Source: an optimization exercise on an open RTL-to-GDS flow (aim: small area and few clock cycles per item). Production flows keep margins and buffers that such runs may drop. At most, simulation tests tie the RTL to the original design; equivalence was not proved. For run 2, only the layout was checked, not whether the RTL still works. No activity file was given, so power comes from the tool's default toggle rates.

## flow/design.v (module list and top-level ports; edited modules follow where they fit)
// module fir_stream_filter: 1369 lines
// module fir_fa: 4 lines
// module fir_ha: 4 lines
module fir_stream_filter (
  input  logic               clk,
  input  logic               rst_n,
  input  logic               in_valid,
  output logic               in_ready,
  input  logic signed [15:0] in_data,
  output logic               out_valid,
  input  logic               out_ready,
  output logic signed [15:0] out_data,
  output logic               out_sat,
  input  logic               coef_we,
  input  logic [2:0]         coef_addr,
  input  logic signed [15:0] coef_wdata,
  input  logic               coef_swap,
  input  logic               flush
);
  // ...
==> flow/run.sh <==
#!/bin/bash
# synth_recipe.tcl (not shown) runs the flow's synth.tcl, then flattens the netlist and writes it again
# the make line also repeats each setting of config.mk as NAME=value (left out here)
make -C /OpenROAD-flow-scripts/flow DESIGN_CONFIG=/design/flow/config.mk WORK_HOME=/design/flow/orfs CLKGATE_MAP_FILE= SYNTH_SCRIPT=/design/flow/synth_recipe.tcl finish
==> flow/config.mk <==
export PLATFORM = sky130hd
export DESIGN_NAME = fir_stream_filter
export DESIGN_NICKNAME = fir_stream_filter
export VERILOG_FILES = /design/flow/design.v
export SDC_FILE = /design/flow/constraint.sdc
export NUM_CORES = 4
export LEC_CHECK = 0
export ABC_AREA = 1
export CAP_MARGIN = 20
export CORE_MARGIN = 2
export CORE_UTILIZATION = 55
export SLEW_MARGIN = 20
export SYNTH_HIERARCHICAL = 1
export SYNTH_MINIMUM_KEEP_SIZE = 0
==> flow/constraint.sdc <==
create_clock -name core_clock -period 7.5 [get_ports {clk}]
set_input_delay 1.5000 -clock core_clock [delete_from_list [all_inputs] [get_ports {clk}]]
set_output_delay 1.5000 -clock core_clock [all_outputs]
set_load 0.01 [all_outputs]
==> reports/qor.csv, run 1 <==
metric,value,unit
Tot GR Track Use,41.9,%
CTS tree,done,
Root Driver,clkbuf_16,
filler cell count,8925,
worst slew pin tran,1080,ps
fin cells,6407,
busiest grt layer,met2,
Leak Pwr,32.3,nW
Setup Slack @ Placement,357,ps
R2R setup slack,330,ps
Hold Fails Final Rpt,0,
"top cells by area, synth","fa_1 37%, edfxtp_1 22%, xor2_1 16%",
Slew HR,27.9,%
vias in the first global route,43900,
largest net degree at the start of global routing,72,
DR WL met3,24.0,mm
max incr delay on CP,870,ps
crit path from,act_ok[0],
antenna cells,0,
worst-skew pair later-pin latency,730,ps
Pint,0.0114,W
Pre-antenna DRT Iters,6,
fmax,140,MHz
Met1 Wirelength,80.7,mm
Worst Hold End,active[4][9],
Pins Over Slew Limit,0,
DR WL met2,100,mm
fin area,64000,sq um
hold_sp,shadow[4][9],
Period minus WS final,7170,ps
# setup viols final,0,
status,finished clean,
Comb power frac,65.8,%
clock buf count,67,
Testbench counts, summed over its fixed seeds: cycles 8,256, items 8,192.
==> run 2: changes to the inputs <==
--- a/flow/design.v
+++ b/flow/design.v
@@ -15,26 +15,25 @@
   input  logic               flush
 );
   logic        adv, accept;
   logic [15:0] shadow [8];
   logic [15:0] active [8];
   logic [7:0]  sh_ok, act_ok;     
   logic [7:0]  sh_ok_next;
   logic        swap_q;            
-  logic [15:0] x [8];             
-  logic [7:0]  h_ok;              
-  logic        s0_valid;          
+  logic [15:0] x [7];             
+  logic [6:0]  h_ok;              
   logic [15:0] ce [8];            
   logic [16:0] pp [8][8];         
   logic [7:0]  ng [8];            
   logic [34:0] row_a, row_b;
   logic        fits;
   assign adv      = !out_valid || out_ready;
-  assign in_ready = adv && !flush;
+  assign in_ready = adv && !flush && !swap_q;
   assign accept   = in_valid && in_ready;
   always_comb begin
     for (int k = 0; k < 8; k++) sh_ok_next[k] = sh_ok[k] || (coef_we && coef_addr == 3'(k));
   end
   always_ff @(posedge clk) begin
     for (int k = 0; k < 8; k++) begin
       if (coef_we && coef_addr == 3'(k)) shadow[k] <= coef_wdata;
       if (swap_q) active[k] <= shadow[k];
@@ -49,39 +48,37 @@
       sh_ok  <= sh_ok_next;
       swap_q <= coef_swap;
       if (swap_q) act_ok <= sh_ok;
     end
   end
   always_ff @(posedge clk) begin
     if (accept) begin
       x[0] <= in_data;
-      for (int k = 1; k < 8; k++) x[k] <= x[k-1];
+      for (int k = 1; k < 7; k++) x[k] <= x[k-1];
     end
   end
   always_ff @(posedge clk or negedge rst_n) begin
-    if (!rst_n) begin
-      h_ok     <= '0;
-      s0_valid <= 1'b0;
-    end else if (flush) begin
-      h_ok     <= '0;
-      s0_valid <= 1'b0;
-    end else if (adv) begin
-      s0_valid <= accept;
-      if (accept) h_ok <= {h_ok[6:0], 1'b1};
-    end
+    if (!rst_n) h_ok <= '0;
+    else if (flush) h_ok <= '0;
+    else if (accept) h_ok <= {h_ok[5:0], 1'b1};
   end
   generate
     for (genvar k = 0; k < 8; k++) begin : g_tap
       logic [16:0] cx;      
       logic [16:0] xe;      
       logic [7:0]  one, two;
-      assign ce[k] = (act_ok[k] && h_ok[k]) ? active[k] : 16'd0;
+      if (k == 0) begin : g_new
+        assign ce[k] = act_ok[k] ? active[k] : 16'd0;
+        assign xe = {in_data[15], in_data};
+      end else begin : g_old
+        assign ce[k] = (act_ok[k] && h_ok[k-1]) ? active[k] : 16'd0;
+        assign xe = {x[k-1][15], x[k-1]};
+      end
       assign cx = {ce[k], 1'b0};
-      assign xe = {x[k][15], x[k]};
       for (genvar j = 0; j < 8; j++) begin : g_dig
         assign ng[k][j] = cx[2*j+2];
         assign one[j] = cx[2*j+1] ^ cx[2*j];
         assign two[j] = (cx[2*j+2] ^ cx[2*j+1]) & ~one[j];
         for (genvar i = 0; i < 17; i++) begin : g_bit
           if (i == 0) begin : g_lsb
             assign pp[k][j][i] = (one[j] & xe[i]) ^ cx[2*j+2];
           end else begin : g_mid
@@ -92,29 +89,29 @@
     end
   endgenerate
   localparam int L = 10;
   logic [L:0]    lo_sum;
   logic [34-L:0] ra_q, rb_q, hi_sum;
   logic          cl_q;
   assign lo_sum = {1'b0, row_a[L-1:0]} + {1'b0, row_b[L-1:0]};
   always_ff @(posedge clk) begin
-    if (adv) begin
+    if (accept) begin
       ra_q <= row_a[34:L];
       rb_q <= row_b[34:L];
       cl_q <= lo_sum[L];
     end
   end
   assign fits   = (hi_sum[34-L:30-L] == 5'b00000) || (hi_sum[34-L:30-L] == 5'b11111);
   assign out_data = fits ? hi_sum[30-L:15-L] : (hi_sum[34-L] ? 16'h8000 : 16'h7fff);
   assign out_sat  = !fits;
   always_ff @(posedge clk or negedge rst_n) begin
     if (!rst_n) out_valid <= 1'b0;
     else if (flush) out_valid <= 1'b0;
-    else if (adv) out_valid <= s0_valid;
+    else if (adv) out_valid <= accept;
   end
   logic fs0, fc0, fs1, fc1, fs2, fc2, fs3, fc3, fs4, fc4, fs5, fc5, fs6, fc6, fs7, fc7, fs8, fc8, fs9, fc9, fs10, fc10, fs11, fc11, fs12, fc12, fs13, fc13, fs14, fc14, fs15, fc15, fs16, fc16, fs17, fc17, fs18, fc18, fs19, fc19, fs20, fc20, fs21, fc21, fs22, fc22, fs23, fc23, fs24, fc24, fs25, fc25, fs26, fc26, fs27, fc27, fs28, fc28, fs29, fc29, fs30, fc30, fs31, fc31, fs32, fc32, fs33, fc33, fs34, fc34, fs35, fc35, fs36, fc36, fs37, fc37, fs38, fc38, fs39, fc39, fs40, fc40, fs41, fc41, fs42, fc42, fs43, fc43, fs44, fc44, fs45, fc45, fs46, fc46, fs47, fc47, fs48, fc48, fs49, fc49, fs50, fc50, fs51, fc51, fs52, fc52, fs53, fc53, fs54, fc54, fs55, fc55, fs56, fc56, fs57, fc57, fs58, fc58, fs59, fc59, fs60, fc60, fs61, fc61, fs62, fc62, fs63, fc63, fs64, fc64, fs65, fc65, fs66, fc66, fs67, fc67, fs68, fc68, fs69, fc69, fs70, fc70, fs71, fc71, fs72, fc72, fs73, fc73, fs74, fc74, fs75, fc75, fs76, fc76, fs77, fc77, fs78, fc78, fs79, fc79, fs80, fc80, fs81, fc81, fs82, fc82, fs83, fc83, fs84, fc84, fs85, fc85, fs86, fc86, fs87, fc87, fs88, fc88, fs89, fc89, fs90, fc90, fs91, fc91, fs92, fc92, fs93, fc93, fs94, fc94, fs95, fc95, fs96, fc96, fs97, fc97, fs98, fc98, fs99, fc99, fs100, fc100, fs101, fc101, fs102, fc102, fs103, fc103, fs104, fc104, fs105, fc105, fs106, fc106, fs107, fc107, fs108, fc108, fs109, fc109, fs110, fc110, fs111, fc111, fs112, fc112, fs113, fc113, fs114, fc114, fs115, fc115, fs116, fc116, fs117, fc117, fs118, fc118, fs119, fc119, fs120, fc120, fs121, fc121, fs122, fc122, fs123, fc123, fs124, fc124, fs125, fc125, fs126, fc126, fs127, fc127, fs128, fc128, fs129, fc129, fs130, fc130, fs131, fc131, fs132, fc132, fs133, fc133, fs134, fc134, fs135, fc135, fs136, fc136, fs137, fc137, fs138, fc138, fs139, fc139, fs140, fc140, fs141, fc141, fs142, fc142, fs143, fc143, fs144, fc144, fs145, fc145, fs146, fc146, fs147, fc147, fs148, fc148, fs149, fc149, fs150, fc150, fs151, fc151, fs152, fc152, fs153, fc153, fs154, fc154, fs155, fc155, fs156, fc156, fs157, fc157, fs158, fc158, fs159, fc159, fs160, fc160, fs161, fc161, fs162, fc162, fs163, fc163, fs164, fc164, fs165, fc165, fs166, fc166, fs167, fc167, fs168, fc168, fs169, fc169, fs170, fc170, fs171, fc171, fs172, fc172, fs173, fc173, fs174, fc174, fs175, fc175, fs176, fc176, fs177, fc177, fs178, fc178, fs179, fc179, fs180, fc180, fs181, fc181, fs182, fc182, fs183, fc183, fs184, fc184, fs185, fc185, fs186, fc186, fs187, fc187, fs188, fc188, fs189, fc189, fs190, fc190, fs191, fc191, fs192, fc192, fs193, fc193, fs194, fc194, fs195, fc195, fs196, fc196, fs197, fc197, fs198, fc198, fs199, fc199, fs200, fc200, fs201, fc201, fs202, fc202, fs203, fc203, fs204, fc204, fs205, fc205, fs206, fc206, fs207, fc207, fs208, fc208, fs209, fc209, fs210, fc210, fs211, fc211, fs212, fc212, fs213, fc213, fs214, fc214, fs215, fc215, fs216, fc216, fs217, fc217, fs218, fc218, fs219, fc219, fs220, fc220, fs221, fc221, fs222, fc222, fs223, fc223, fs224, fc224, fs225, fc225, fs226, fc226, fs227, fc227, fs228, fc228, fs229, fc229, fs230, fc230, fs231, fc231, fs232, fc232, fs233, fc233, fs234, fc234, fs235, fc235, fs236, fc236, fs237, fc237, fs238, fc238, fs239, fc239, fs240, fc240, fs241, fc241, fs242, fc242, fs243, fc243, fs244, fc244, fs245, fc245, fs246, fc246, fs247, fc247, fs248, fc248, fs249, fc249, fs250, fc250, fs251, fc251, fs252, fc252, fs253, fc253, fs254, fc254, fs255, fc255, fs256, fc256, fs257, fc257, fs258, fc258, fs259, fc259, fs260, fc260, fs261, fc261, fs262, fc262, fs263, fc263, fs264, fc264, fs265, fc265, fs266, fc266, fs267, fc267, fs268, fc268, fs269, fc269, fs270, fc270, fs271, fc271, fs272, fc272, fs273, fc273, fs274, fc274, fs275, fc275, fs276, fc276, fs277, fc277, fs278, fc278, fs279, fc279, fs280, fc280, fs281, fc281, fs282, fc282, fs283, fc283, fs284, fc284, fs285, fc285, fs286, fc286, fs287, fc287, fs288, fc288, fs289, fc289, fs290, fc290, fs291, fc291, fs292, fc292, fs293, fc293, fs294, fc294, fs295, fc295, fs296, fc296, fs297, fc297, fs298, fc298, fs299, fc299, fs300, fc300, fs301, fc301, fs302, fc302, fs303, fc303, fs304, fc304, fs305, fc305, fs306, fc306, fs307, fc307, fs308, fc308, fs309, fc309, fs310, fc310, fs311, fc311, fs312, fc312, fs313, fc313, fs314, fc314, fs315, fc315, fs316, fc316, fs317, fc317, fs318, fc318, fs319, fc319, fs320, fc320, fs321, fc321, fs322, fc322, fs323, fc323, fs324, fc324, fs325, fc325, fs326, fc326, fs327, fc327, fs328, fc328, fs329, fc329, fs330, fc330, fs331, fc331, fs332, fc332, fs333, fc333, fs334, fc334, fs335, fc335, fs336, fc336, fs337, fc337, fs338, fc338, fs339, fc339, fs340, fc340, fs341, fc341, fs342, fc342, fs343, fc343, fs344, fc344, fs345, fc345, fs346, fc346, fs347, fc347, fs348, fc348, fs349, fc349, fs350, fc350, fs351, fc351, fs352, fc352, fs353, fc353, fs354, fc354, fs355, fc355, fs356, fc356, fs357, fc357, fs358, fc358, fs359, fc359, fs360, fc360, fs361, fc361, fs362, fc362, fs363, fc363, fs364, fc364, fs365, fc365, fs366, fc366, fs367, fc367, fs368, fc368, fs369, fc369, fs370, fc370, fs371, fc371, fs372, fc372, fs373, fc373, fs374, fc374, fs375, fc375, fs376, fc376, fs377, fc377, fs378, fc378, fs379, fc379, fs380, fc380, fs381, fc381, fs382, fc382, fs383, fc383, fs384, fc384, fs385, fc385, fs386, fc386, fs387, fc387, fs388, fc388, fs389, fc389, fs390, fc390, fs391, fc391, fs392, fc392, fs393, fc393, fs394, fc394, fs395, fc395, fs396, fc396, fs397, fc397, fs398, fc398, fs399, fc399, fs400, fc400, fs401, fc401, fs402, fc402, fs403, fc403, fs404, fc404, fs405, fc405, fs406, fc406, fs407, fc407, fs408, fc408, fs409, fc409, fs410, fc410, fs411, fc411, fs412, fc412, fs413, fc413, fs414, fc414, fs415, fc415, fs416, fc416, fs417, fc417, fs418, fc418, fs419, fc419, fs420, fc420, fs421, fc421, fs422, fc422, fs423, fc423, fs424, fc424, fs425, fc425, fs426, fc426, fs427, fc427, fs428, fc428, fs429, fc429, fs430, fc430, fs431, fc431, fs432, fc432, fs433, fc433, fs434, fc434, fs435, fc435, fs436, fc436, fs437, fc437, fs438, fc438, fs439, fc439, fs440, fc440, fs441, fc441, fs442, fc442, fs443, fc443, fs444, fc444, fs445, fc445, fs446, fc446, fs447, fc447, fs448, fc448, fs449, fc449, fs450, fc450, fs451, fc451, fs452, fc452, fs453, fc453, fs454, fc454, fs455, fc455, fs456, fc456, fs457, fc457, fs458, fc458, fs459, fc459, fs460, fc460, fs461, fc461, fs462, fc462, fs463, fc463, fs464, fc464, fs465, fc465, fs466, fc466, fs467, fc467, fs468, fc468, fs469, fc469, fs470, fc470, fs471, fc471, fs472, fc472, fs473, fc473, fs474, fc474, fs475, fc475, fs476, fc476, fs477, fc477, fs478, fc478, fs479, fc479, fs480, fc480, fs481, fc481, fs482, fc482, fs483, fc483, fs484, fc484, fs485, fc485, fs486, fc486, fs487, fc487, fs488, fc488, fs489, fc489, fs490, fc490, fs491, fc491, fs492, fc492, fs493, fc493, fs494, fc494, fs495, fc495, fs496, fc496, fs497, fc497, fs498, fc498, fs499, fc499, fs500, fc500, fs501, fc501, fs502, fc502, fs503, fc503, fs504, fc504, fs505, fc505, fs506, fc506, fs507, fc507, fs508, fc508, fs509, fc509, fs510, fc510, fs511, fc511, fs512, fc512, fs513, fc513, fs514, fc514, fs515, fc515, fs516, fc516, fs517, fc517, fs518, fc518, fs519, fc519, fs520, fc520, fs521, fc521, fs522, fc522, fs523, fc523, fs524, fc524, fs525, fc525, fs526, fc526, fs527, fc527, fs528, fc528, fs529, fc529, fs530, fc530, fs531, fc531, fs532, fc532, fs533, fc533, fs534, fc534, fs535, fc535, fs536, fc536, fs537, fc537, fs538, fc538, fs539, fc539, fs540, fc540, fs541, fc541, fs542, fc542, fs543, fc543, fs544, fc544, fs545, fc545, fs546, fc546, fs547, fc547, fs548, fc548, fs549, fc549, fs550, fc550, fs551, fc551, fs552, fc552, fs553, fc553, fs554, fc554, fs555, fc555, fs556, fc556, fs557, fc557, fs558, fc558, fs559, fc559, fs560, fc560, fs561, fc561, fs562, fc562, fs563, fc563, fs564, fc564, fs565, fc565, fs566, fc566, fs567, fc567, fs568, fc568, fs569, fc569, fs570, fc570, fs571, fc571, fs572, fc572, fs573, fc573, fs574, fc574, fs575, fc575, fs576, fc576, fs577, fc577, fs578, fc578, fs579, fc579, fs580, fc580, fs581, fc581, fs582, fc582, fs583, fc583, fs584, fc584, fs585, fc585, fs586, fc586, fs587, fc587, fs588, fc588, fs589, fc589, fs590, fc590, fs591, fc591, fs592, fc592, fs593, fc593, fs594, fc594, fs595, fc595, fs596, fc596, fs597, fc597, fs598, fc598, fs599, fc599, fs600, fc600, fs601, fc601, fs602, fc602, fs603, fc603, fs604, fc604, fs605, fc605, fs606, fc606, fs607, fc607, fs608, fc608, fs609, fc609, fs610, fc610, fs611, fc611, fs612, fc612, fs613, fc613, fs614, fc614, fs615, fc615, fs616, fc616, fs617, fc617, fs618, fc618, fs619, fc619, fs620, fc620, fs621, fc621, fs622, fc622, fs623, fc623, fs624, fc624, fs625, fc625, fs626, fc626, fs627, fc627, fs628, fc628, fs629, fc629, fs630, fc630, fs631, fc631, fs632, fc632, fs633, fc633, fs634, fc634, fs635, fc635, fs636, fc636, fs637, fc637, fs638, fc638, fs639, fc639, fs640, fc640, fs641, fc641, fs642, fc642, fs643, fc643, fs644, fc644, fs645, fc645, fs646, fc646, fs647, fc647, fs648, fc648, fs649, fc649, fs650, fc650, fs651, fc651, fs652, fc652, fs653, fc653, fs654, fc654, fs655, fc655, fs656, fc656, fs657, fc657, fs658, fc658, fs659, fc659, fs660, fc660, fs661, fc661, fs662, fc662, fs663, fc663, fs664, fc664, fs665, fc665, fs666, fc666, fs667, fc667, fs668, fc668, fs669, fc669, fs670, fc670, fs671, fc671, fs672, fc672, fs673, fc673, fs674, fc674, fs675, fc675, fs676, fc676, fs677, fc677, fs678, fc678, fs679, fc679, fs680, fc680, fs681, fc681, fs682, fc682, fs683, fc683, fs684, fc684, fs685, fc685, fs686, fc686, fs687, fc687, fs688, fc688, fs689, fc689, fs690, fc690, fs691, fc691, fs692, fc692, fs693, fc693, fs694, fc694, fs695, fc695, fs696, fc696, fs697, fc697, fs698, fc698, fs699, fc699, fs700, fc700, fs701, fc701, fs702, fc702, fs703, fc703, fs704, fc704, fs705, fc705, fs706, fc706, fs707, fc707, fs708, fc708, fs709, fc709, fs710, fc710, fs711, fc711, fs712, fc712, fs713, fc713, fs714, fc714, fs715, fc715, fs716, fc716, fs717, fc717, fs718, fc718, fs719, fc719, fs720, fc720, fs721, fc721, fs722, fc722, fs723, fc723, fs724, fc724, fs725, fc725, fs726, fc726, fs727, fc727, fs728, fc728, fs729, fc729, fs730, fc730, fs731, fc731, fs732, fc732, fs733, fc733, fs734, fc734, fs735, fc735, fs736, fc736, fs737, fc737, fs738, fc738, fs739, fc739, fs740, fc740, fs741, fc741, fs742, fc742, fs743, fc743, fs744, fc744, fs745, fc745, fs746, fc746, fs747, fc747, fs748, fc748, fs749, fc749, fs750, fc750, fs751, fc751, fs752, fc752, fs753, fc753, fs754, fc754, fs755, fc755, fs756, fc756, fs757, fc757, fs758, fc758, fs759, fc759, fs760, fc760, fs761, fc761, fs762, fc762, fs763, fc763, fs764, fc764, fs765, fc765, fs766, fc766, fs767, fc767, fs768, fc768, fs769, fc769, fs770, fc770, fs771, fc771, fs772, fc772, fs773, fc773, fs774, fc774, fs775, fc775, fs776, fc776, fs777, fc777, fs778, fc778, fs779, fc779, fs780, fc780, fs781, fc781, fs782, fc782, fs783, fc783, fs784, fc784, fs785, fc785, fs786, fc786, fs787, fc787, fs788, fc788, fs789, fc789, fs790, fc790, fs791, fc791, fs792, fc792, fs793, fc793, fs794, fc794, fs795, fc795, fs796, fc796, fs797, fc797, fs798, fc798, fs799, fc799, fs800, fc800, fs801, fc801, fs802, fc802, fs803, fc803, fs804, fc804, fs805, fc805, fs806, fc806, fs807, fc807, fs808, fc808, fs809, fc809, fs810, fc810, fs811, fc811, fs812, fc812, fs813, fc813, fs814, fc814, fs815, fc815, fs816, fc816, fs817, fc817, fs818, fc818, fs819, fc819, fs820, fc820, fs821, fc821, fs822, fc822, fs823, fc823, fs824, fc824, fs825, fc825, fs826, fc826, fs827, fc827, fs828, fc828, fs829, fc829, fs830, fc830, fs831, fc831, fs832, fc832, fs833, fc833, fs834, fc834, fs835, fc835, fs836, fc836, fs837, fc837, fs838, fc838, fs839, fc839, fs840, fc840, fs841, fc841, fs842, fc842, fs843, fc843, fs844, fc844, fs845, fc845, fs846, fc846, fs847, fc847, fs848, fc848, fs849, fc849, fs850, fc850, fs851, fc851, fs852, fc852, fs853, fc853, fs854, fc854, fs855, fc855, fs856, fc856, fs857, fc857, fs858, fc858, fs859, fc859, fs860, fc860, fs861, fc861, fs862, fc862, fs863, fc863, fs864, fc864, fs865, fc865, fs866, fc866, fs867, fc867, fs868, fc868, fs869, fc869, fs870, fc870, fs871, fc871, fs872, fc872, fs873, fc873, fs874, fc874, fs875, fc875, fs876, fc876, fs877, fc877, fs878, fc878, fs879, fc879, fs880, fc880, fs881, fc881, fs882, fc882, fs883, fc883, fs884, fc884, fs885, fc885, fs886, fc886, fs887, fc887, fs888, fc888, fs889, fc889, fs890, fc890, fs891, fc891, fs892, fc892, fs893, fc893, fs894, fc894, fs895, fc895, fs896, fc896, fs897, fc897, fs898, fc898, fs899, fc899, fs900, fc900, fs901, fc901, fs902, fc902, fs903, fc903, fs904, fc904, fs905, fc905, fs906, fc906, fs907, fc907, fs908, fc908, fs909, fc909, fs910, fc910, fs911, fc911, fs912, fc912, fs913, fc913, fs914, fc914, fs915, fc915, fs916, fc916, fs917, fc917, fs918, fc918, fs919, fc919, fs920, fc920, fs921, fc921, fs922, fc922, fs923, fc923, fs924, fc924, fs925, fc925, fs926, fc926, fs927, fc927, fs928, fc928, fs929, fc929, fs930, fc930, fs931, fc931, fs932, fc932, fs933, fc933, fs934, fc934, fs935, fc935, fs936, fc936, fs937, fc937, fs938, fc938, fs939, fc939, fs940, fc940, fs941, fc941, fs942, fc942, fs943, fc943, fs944, fc944, fs945, fc945, fs946, fc946, fs947, fc947, fs948, fc948, fs949, fc949, fs950, fc950, fs951, fc951, fs952, fc952, fs953, fc953, fs954, fc954, fs955, fc955, fs956, fc956, fs957, fc957, fs958, fc958, fs959, fc959, fs960, fc960, fs961, fc961, fs962, fc962, fs963, fc963, fs964, fc964, fs965, fc965, fs966, fc966, fs967, fc967, fs968, fc968, fs969, fc969, fs970, fc970, fs971, fc971, fs972, fc972, fs973, fc973, fs974, fc974, fs975, fc975, fs976, fc976, fs977, fc977, fs978, fc978, fs979, fc979, fs980, fc980, fs981, fc981, fs982, fc982, fs983, fc983, fs984, fc984, fs985, fc985, fs986, fc986, fs987, fc987, fs988, fc988, fs989, fc989, fs990, fc990, fs991, fc991, fs992, fc992, fs993, fc993, fs994, fc994, fs995, fc995, fs996, fc996, fs997, fc997, fs998, fc998, fs999, fc999, fs1000, fc1000, fs1001, fc1001, fs1002, fc1002, fs1003, fc1003, fs1004, fc1004, fs1005, fc1005, fs1006, fc1006, fs1007, fc1007, fs1008, fc1008, fs1009, fc1009, fs1010, fc1010, fs1011, fc1011, fs1012, fc1012, fs1013, fc1013, fs1014, fc1014, fs1015, fc1015, fs1016, fc1016, fs1017, fc1017, fs1018, fc1018, fs1019, fc1019, fs1020, fc1020, fs1021, fc1021, fs1022, fc1022, fs1023, fc1023, fs1024, fc1024, fs1025, fc1025, fs1026, fc1026, fs1027, fc1027, fs1028, fc1028, fs1029, fc1029, fs1030, fc1030, fs1031, fc1031, fs1032, fc1032, fs1033, fc1033, fs1034, fc1034, fs1035, fc1035, fs1036, fc1036, fs1037, fc1037, fs1038, fc1038, fs1039, fc1039, fs1040, fc1040, fs1041, fc1041, fs1042, fc1042, fs1043, fc1043, fs1044, fc1044, fs1045, fc1045, fs1046, fc1046, fs1047, fc1047, fs1048, fc1048, fs1049, fc1049, fs1050, fc1050, fs1051, fc1051, fs1052, fc1052, fs1053, fc1053, fs1054, fc1054, fs1055, fc1055, fs1056, fc1056, fs1057, fc1057, fs1058, fc1058, fs1059, fc1059, fs1060, fc1060, fs1061, fc1061, fs1062, fc1062, fs1063, fc1063, fs1064, fc1064, fs1065, fc1065, fs1066, fc1066, fs1067, fc1067, fs1068, fc1068, fs1069, fc1069, fs1070, fc1070, fs1071, fc1071, fs1072, fc1072, fs1073, fc1073, fs1074, fc1074, fs1075, fc1075, fs1076, fc1076, fs1077, fc1077, fs1078, fc1078, fs1079, fc1079, fs1080, fc1080, fs1081, fc1081, fs1082, fc1082, fs1083, fc1083, fs1084, fc1084, fs1085, fc1085, fs1086, fc1086, fs1087, fc1087, fs1088, fc1088, fs1089, fc1089, fs1090, fc1090, fs1091, fc1091, fs1092, fc1092, fs1093, fc1093, fs1094, fc1094, fs1095, fc1095, fs1096, fc1096, fs1097, fc1097, fs1098, fc1098, fs1099, fc1099, fs1100, fc1100, fs1101, fc1101, fs1102, fc1102, fs1103, fc1103, fs1104, fc1104, fs1105, fc1105, fs1106, fc1106, fs1107, fc1107, fs1108, fc1108, fs1109, fc1109, fs1110, fc1110, fs1111, fc1111, fs1112, fc1112, fs1113, fc1113, fs1114, fc1114, fs1115, fc1115, fs1116, fc1116, fs1117, fc1117, fs1118, fc1118, fs1119, fc1119, fs1120, fc1120, fs1121, fc1121, fs1122, fc1122, fs1123, fc1123;
   fir_ha u_ha0 (.a(ng[0][6]), .b(ng[1][6]), .s(fs0), .co(fc0));
   fir_fa u_fa1 (.a(1'b1), .b(ng[0][7]), .c(ng[1][7]), .s(fs1), .co(fc1));
   fir_fa u_fa2 (.a(ng[2][7]), .b(ng[3][7]), .c(ng[4][7]), .s(fs2), .co(fc2));
   fir_fa u_fa3 (.a(ng[5][7]), .b(ng[6][7]), .c(ng[7][7]), .s(fs3), .co(fc3));
   fir_fa u_fa4 (.a(pp[0][0][14]), .b(pp[0][1][12]), .c(pp[0][2][10]), .s(fs4), .co(fc4));
   fir_fa u_fa5 (.a(pp[0][3][8]), .b(pp[0][4][6]), .c(pp[0][5][4]), .s(fs5), .co(fc5));
==> run 2 against run 1 <==
Effect of this change: still clean on timing, DRC and antenna; via count up 0.43%; sequential share of layout area down 0.75 points; clock-buffer cell count unchanged; final cell count about the same; first-iteration DRC count up 2.4%; fmax down 0.45%; area after synthesis down 0.60%; combinational power up about 10%; wire length about the same; power up 6.8%; critical endpoint is now rb_q[8]; largest power group unchanged; highest routed layer is now met4.
==> reports/qor.csv, run 2 <==
metric,value,unit,change
crit path kind,reg -> reg,,
Die H,333,um,
mapped cell area,59400,sq um,
Hold Path Stages,0,,
CP Launch Type,flip-flop,,
initial antenna violation count,1,,
Critical Path End Type,flip-flop,,
most frequent cells in the layout,"1102 x fa_1, 1071 x xor2_1, 949 x o22ai_1",,
RSZ-0062 raised after global routing,no,,
GPL Wtd Cong,1.06,,
Total Wirelength,229,mm,
"Seq/Total Area, Yosys",22.1,%,
worst vdd ir,0.000671,V,
Die Wd,333,um,
TNS Setup,0,ps,
CTS Buffer Depth,3,,
top sig layer,met4,,
"Top FF cell, synth",edfxtp_1,,
Pre-antenna DRT Iters,6,,unchanged
R2R setup slack,300,ps,-30 ps
vias per cell,6.76,,
Core ar.,107000,sq um,
Leak Pwr,31.9,nW,-1.3%
Iter 0 DRT Violations,6651,,
status,finished clean,,
Clock Skew,29.8,ps,
class of the worst hold path,reg -> reg,,
Root Driver,clkbuf_16,,
Initial Util,55.5,%,
hold_sp,shadow[0][4],,
Critical R2R Launch,h_ok[0],,
WP buf/inv,1,,
GRT overflow,0,,
DR WL met3,23.0,mm,-4.2%
crit path max fanout,16,,
post-DR wirelength/cell,35.7,um,
Largest regs,"active (128), shadow (128), x (112)",,
top-level port count,61,,
CTS Buf Count,55,,
drc violations,0,,
CP required,7940,ps,
Period minus WS final,7200,ps,+32.2 ps
Tot GR Track Use,42.0,%,+0.11 points
CP max-delay cell,a31oi_2,,
Met1 Wirelength,80.7,mm,about the same
first-pass GRT wire length,327,mm,
worst-skew pair later-pin latency,700,ps,-30 ps
Syn Area/Cell,12.0,sq um,
Placed Area,61700,sq um,
most frequent cell after synthesis,fa_1,,
largest net degree at the start of global routing,95,,+32%
FF-to-FF End,rb_q[8],,
DR WL met2,99.8,mm,-0.63%
worst slew pin tran,1180,ps,+109 ps
Pins Over Slew Limit,0,,unchanged
vias,43300,,
gate count of the mapped netlist,4947,,
"commonest non-fill, non-tap cell in the layout",fa_1,,
die area,111000,sq um,
Detailed Place HPWL,188,mm,
Hold Fails Final Rpt,0,,unchanged
Cell variety after synth,50,,
Post-synth EDFFs,417,,
CP arrival,7640,ps,
ordered cell list for the critical path,nand2_4 > nor2_2 > inv_1 > a31oi_2 > o22ai_1 > xor2_1 > fa_1 > fa_1 > fa_1 > fa_1 > fa_1 > fa_1 > fa_1 > fa_1 > fa_1,,
hold-fix buffers at CTS,0,,
"Period Utilization, post-route",96.0,%,
"top cells by count, synth","1102 x fa_1, 1071 x xor2_1, 949 x o22ai_1",,
Final nets,6160,,
fin area,63700,sq um,-0.41%
cell repeated most along the worst path,fa_1,,
asr flop ratio synth,5.66,%,
fmax,139,MHz,-0.45%
pwr/cell area,344,nW/um^2,
Rows,120,,
vias in the first global route,44400,,+1.2%
Antenna Violating Nets Remaining,0,,
Ys Warns,19,,
H-tree depth,2,,
# setup viols final,0,,unchanged
cell family with most CP delay,adder cells,,
"top cells by area, synth","fa_1 37%, edfxtp_1 21%, xor2_1 16%",,
r2r worst-path depth,15,,
Clock Sinks,442,,
Yosys top cell area share,37.1,%,
max incr delay on CP,920,ps,+50 ps
buffers added on ports,60,,
post_cts resized,0,,
CTS tree,done,,
#FFs+latches synth,442,,
number of setup buffers added after CTS,0,,
layout cells sized above 1,11.5,%,
Slew HR,20.8,%,-7.2 points
Worst Hold End,active[0][4],,
Area Growth Syn to Fin,7.19,%,
Worst-path clk slew,70,ps,
largest area contributor in the netlist,fa_1,,
Max-cap violations,0,,
## run 2: cell families (layout without fill, tap and decap cells)
family / Yosys count / in the layout / share of synthesized area [%]
XOR/XNOR: 1124 / 1124 / 18.0
buffers and inverters: 669 / 713 / 5.37
AO/OA/AOI/OAI: 1135 / 1135 / 12.5
flip-flops: 442 / 442 / 22.1
multiplexers: 7 / 7 / 0.133
other: 1 / 16 / 0.00631
AND/OR/NAND/NOR: 403 / 403 / 3.36
adder cells (fa/ha/maj): 1166 / 1166 / 38.5
## run 2: worst max path at each step
stage                     startpoint  endpoint  slack [ps]  cells past startpoint
after detailed placement  in_data[7]      cl_q           4                     17
after global routing         h_ok[0]   rb_q[8]         160                     15
final                        h_ok[0]   rb_q[8]         300                     15
after global placement    in_data[7]      cl_q          20                     17
after floorplan           in_data[1]   rb_q[8]         800                     13
after CTS                    h_ok[0]   rb_q[8]         260                     15
## run 2: layer usage
metal | track usage [%] | vias up
li1 | - | 17100
met1 | 53.9 | 22100
met2 | 62.0 | 3309
met3 | 7.96 | 742
met4 | 35.7 | 0
met5 | 0 | -
## run 2: worst register-to-register path, stage by stage (launching register included)
cell and delay, ps:
dfrtp_1 450, nand2_4 190, nor2_2 350, inv_1 160, a31oi_2 920, o22ai_1 190, xor2_1 220, fa_1 430
fa_1 710, fa_1 490, fa_1 530, fa_1 560, fa_1 450, fa_1 390, fa_1 510, fa_1 410
## run 2: modules after synthesis (local to each module, per instance)
module | cells inside | flip-flops and latches | cell area, sq um | copies in the design
fir_fa | 1 | 0 | 20.0 | 1093
fir_ha | 1 | 0 | 12.5 | 31
fir_stream_filter | 3823 | 442 | 37200 | 1
## run 2: through the flow
stage | util, % | cells | hold slack (ps) | total power (W) | setup WS [ps]
2_1_floorplan | - | 4955 | 400 | 0.0136 | 798
3_3_place_gp | 57.7 | 6298 | 400 | 0.0184 | 23.3
3_5_place_dp | 57.7 | 6298 | 405 | 0.0189 | 4.14
4_1_cts | 59.5 | 6402 | 402 | 0.0219 | 263
5_1_grt | 59.5 | 6402 | 412 | 0.0237 | 164
6_report | 59.5 | 6409 | 406 | 0.0219 | 300
## run 2: layout make-up
class / instances / area, sq um
Clock buffer: 67 / 1460
Fill cell: 8967 / 43300
Tap cell: 1403 / 1760
Sequential cell: 442 / 13200
Inverter: 298 / 1150
Antenna cell: 7 / 17.5
Clock inverter: 37 / 440
Multi-Input combinational cell: 3844 / 43200
Timing Repair Buffer: 311 / 2500
## run 2: power by group
group | switching [W] | internal (W)
sequential | 0.000154 | 0.00397
combinational | 0.00837 | 0.00656
clock | 0.00123 | 0.00164
total | 0.00976 | 0.0122

[re-timing with driven ports]
Ports are ideal in the flow. The routed layouts listed here were re-timed in OpenROAD.
Step 1 sets driving cells, clkbuf_16 on the clock port and buf_2 on the other inputs (assumed; they add their load-dependent delay and slew).
Step 2 moves the port delays by t, midway between the first and last clock arrival at a register: inputs arrive t later, outputs are due t later. That takes back most of the time a late clock gives input paths.
a / b / c = ideal / step 1 / step 2; a / b = the first two.
run | shift t [ns] | setup WS [ns] | worst setup path after step 2 | latest minus earliest clock arrival (ns)
run 1 | 0.786 | 0.332 / 0.332 / 0.332 | register to register | 0.051 / 0.051
run 2 | 0.758 | 0.300 / 0.300 / -0.067 | input to register | 0.035 / 0.035
With both steps, setup timing fails in run 2, where it was met with ideal ports. The setup slack of run 2, which loses most, moves by 0.000 ns with the drivers and by -0.367 ns with both steps.
